Context: an optimization exercise on an open-source flow, tuned for small area, a short achievable clock period and few clock cycles. The choices shown serve that exercise and are no tape-out recipe. The RTL was checked by simulation tests, not by an equivalence proof against the original design. Power figures rest on the tool's default switching activity, not on a simulated workload.

// fft_top
module fft_top (
    input  logic       clk,
    input  logic       rst,
    input  logic [2:0] log2n,
    input  logic [7:0] data_in,
    input  logic       data_in_valid,
    output logic       fft_ready,
    output logic       done,
    output logic       error,
    output logic [7:0] data_out,
    output logic       data_out_valid
);
    function automatic logic [4:0] perm(input logic [14:0] sel, input logic [4:0] i);
        for (int k = 0; k < 5; k++) perm[k] = i[sel[3*k +: 3]];
    endfunction
    function automatic logic [14:0] rev_after(input logic [14:0] sel, input logic [2:0] l);
        logic [2:0] j;
        for (int k = 0; k < 5; k++) begin
            j = sel[3*k +: 3];
            rev_after[3*k +: 3] = (j < l) ? 3'(l - 3'd1 - j) : j;
        end
    endfunction
    localparam logic [14:0] SEL_ID = {3'd4, 3'd3, 3'd2, 3'd1, 3'd0};
    function automatic logic [2:0] perm3(input logic [5:0] sel, input logic [2:0] i);
        for (int k = 0; k < 3; k++) perm3[k] = i[sel[2*k +: 2]];
    endfunction
    function automatic logic [5:0] rev_after3(input logic [5:0] sel, input logic [1:0] l);
        logic [1:0] j;
        for (int k = 0; k < 3; k++) begin
            j = sel[2*k +: 2];
            rev_after3[2*k +: 2] = (j < l) ? 2'(l - 2'd1 - j) : j;
        end
    endfunction
    localparam logic [5:0] SEL3_ID = {2'd2, 2'd1, 2'd0};
    logic       rdy;          
    logic       rdy_n;
    logic       ld;           
    logic       lb;           
    logic       pnd_m, pnd_s; 
    logic       s_old;        
    logic [4:0] cnt;          
    logic [2:0] fl;           
    logic       at_last;      
    logic       log2n_ok, first_acc, take_more, last_take;
    logic       rfree, rsoon, start_m, start_s, side_av, to_side;
    logic       ractive, rb;
    logic [4:0] rcnt, rnm1;
  ...
clock: 15.0 ns
lec_check: 0
abc_area: 1
cap_margin: 20
core_margin: 2
core_utilization: 60
cts_cluster_diameter: 90
cts_cluster_size: 25
slew_margin: 20
standard.sh (not shown) runs the stock make flow with config.mk's settings and CLKGATE_MAP_FILE= SYNTH_SCRIPT=/design/flow/synth_recipe.tcl, a recipe that flattens the netlist after the stock synthesis.
==> flow/flow/run.sh <==
#!/bin/bash
# Standard layout, with the resizer asked for more setup slack than the default
# (same clock, same constraints): its repair_timing steps then also speed up
# the port buffers and the register-to-register paths.
set -euo pipefail
export SETUP_SLACK_MARGIN=${MARGIN:-11.3}
bash standard.sh > make_finish.log 2>&1
Testbench counts at the start, summed over its fixed seeds: cycles 4,837.
Next try:
--- a/flow/design.v
+++ b/flow/design.v
@@ -155,15 +155,15 @@
             4'd7, 4'd8, 4'd9: twiddle = 8'h0A;
             4'd10, 4'd11:     twiddle = 8'h9A;
             4'd12:            twiddle = 8'h99;
             4'd13, 4'd14:     twiddle = 8'hA9;
             default:          twiddle = 8'hA0;
         endcase
     endfunction
-    localparam int P = (S >= 2) ? 1 : 0;
+    localparam int P = (S >= 3) ? 1 : 0;
     localparam int L = D + P;    
     logic [S:0] p_q, p_n;
     logic       bf_q;
     assign p_n = nx_sof ? '0 : p_q + 1'b1;
     always_ff @(posedge clk) begin
         p_q  <= p_n;
         bf_q <= p_n[S];
@@ -224,31 +224,45 @@
     assign pr_re = fpair(head[7:4], b[7:4]);
     assign pr_im = fpair(head[3:0], b[3:0]);
     assign out_n = bf ? {pr_re[7:4], pr_im[7:4]} : head;
     assign dl_in = bf ? {pr_re[3:0], pr_im[3:0]} : b;
     always_ff @(posedge clk) begin
         dl[0] <= dl_in;
         for (int i = 1; i < D; i++) dl[i] <= dl[i-1];
-        y <= out_n;
         ts[0] <= x_sof;
         for (int i = 1; i < L; i++) ts[i] <= ts[i-1];
-        y_sof <= ts[L-1];
     end
     always_ff @(posedge clk or negedge rst) begin
         if (!rst) begin
-            tv  <= '0;
-            y_v <= 1'b0;
+            tv <= '0;
         end else begin
             tv[0] <= x_v;
             for (int i = 1; i < L; i++) tv[i] <= tv[i-1];
-            y_v <= tv[L-1];
         end
     end
-    assign ny_v   = tv[L-1];
-    assign ny_sof = ts[L-1];
+    generate
+        if (S == 0) begin : g_comb_out
+            assign y      = out_n;
+            assign y_v    = tv[L-1];
+            assign y_sof  = ts[L-1];
+            assign ny_v   = x_v;
+            assign ny_sof = x_sof;
+        end else begin : g_reg_out
+            always_ff @(posedge clk) begin
+                y     <= out_n;
+                y_sof <= ts[L-1];
+            end
+            always_ff @(posedge clk or negedge rst) begin
+                if (!rst) y_v <= 1'b0;
+                else      y_v <= tv[L-1];
+            end
+            assign ny_v   = tv[L-1];
+            assign ny_sof = ts[L-1];
+        end
+    endgenerate
 endmodule
 module fft_top (
     input  logic       clk,
     input  logic       rst,
     input  logic [2:0] log2n,
     input  logic [7:0] data_in,
     input  logic       data_in_valid,
Outcome:
- The new run completed with no timing, DRC or antenna violations
- wire length rises by 1.1%
- non-clock buffer count goes up by 9
- sequential cell count came out lower by 35
- count of clock-buffer cells in the layout decreases by 2
- first-iteration DRC count rises by 2.0%
- total power went up by 1.6%
- clock skew went up by 8.1 ps
- utilization goes up by 0.29 points
- hold slack is about the same
Testbench counts after the change, summed over its fixed seeds: cycles 4,821.

afterwards: timing with drivers on the ports:
How much do the figures lean on ideal ports? The routed layouts below were timed once more, with nothing changed but the port constraints. Step 1 assumes that a clkbuf_16 drives the clock port and a buf_2 every other input. Step 2, shift: input delay + t, output delay - t, t = (earliest + latest rising clock arrival at the registers) / 2. This alone moves slack from input paths to output paths. Slacks: no drivers / after step 1 / after step 2; pairs: no drivers / after step 1.
run	t (ns)	setup slack, ns	slew at the worst register clock pin (ns)
the first run	0.677	10.874 / 10.805 / 10.756	0.11 / 0.11
the second run	0.678	10.888 / 10.820 / 10.858	0.10 / 0.10
After both steps setup and hold are still met in every run listed. For the first run, which loses most, drivers alone change the setup slack by -0.069 ns; drivers and shift together by -0.118 ns.
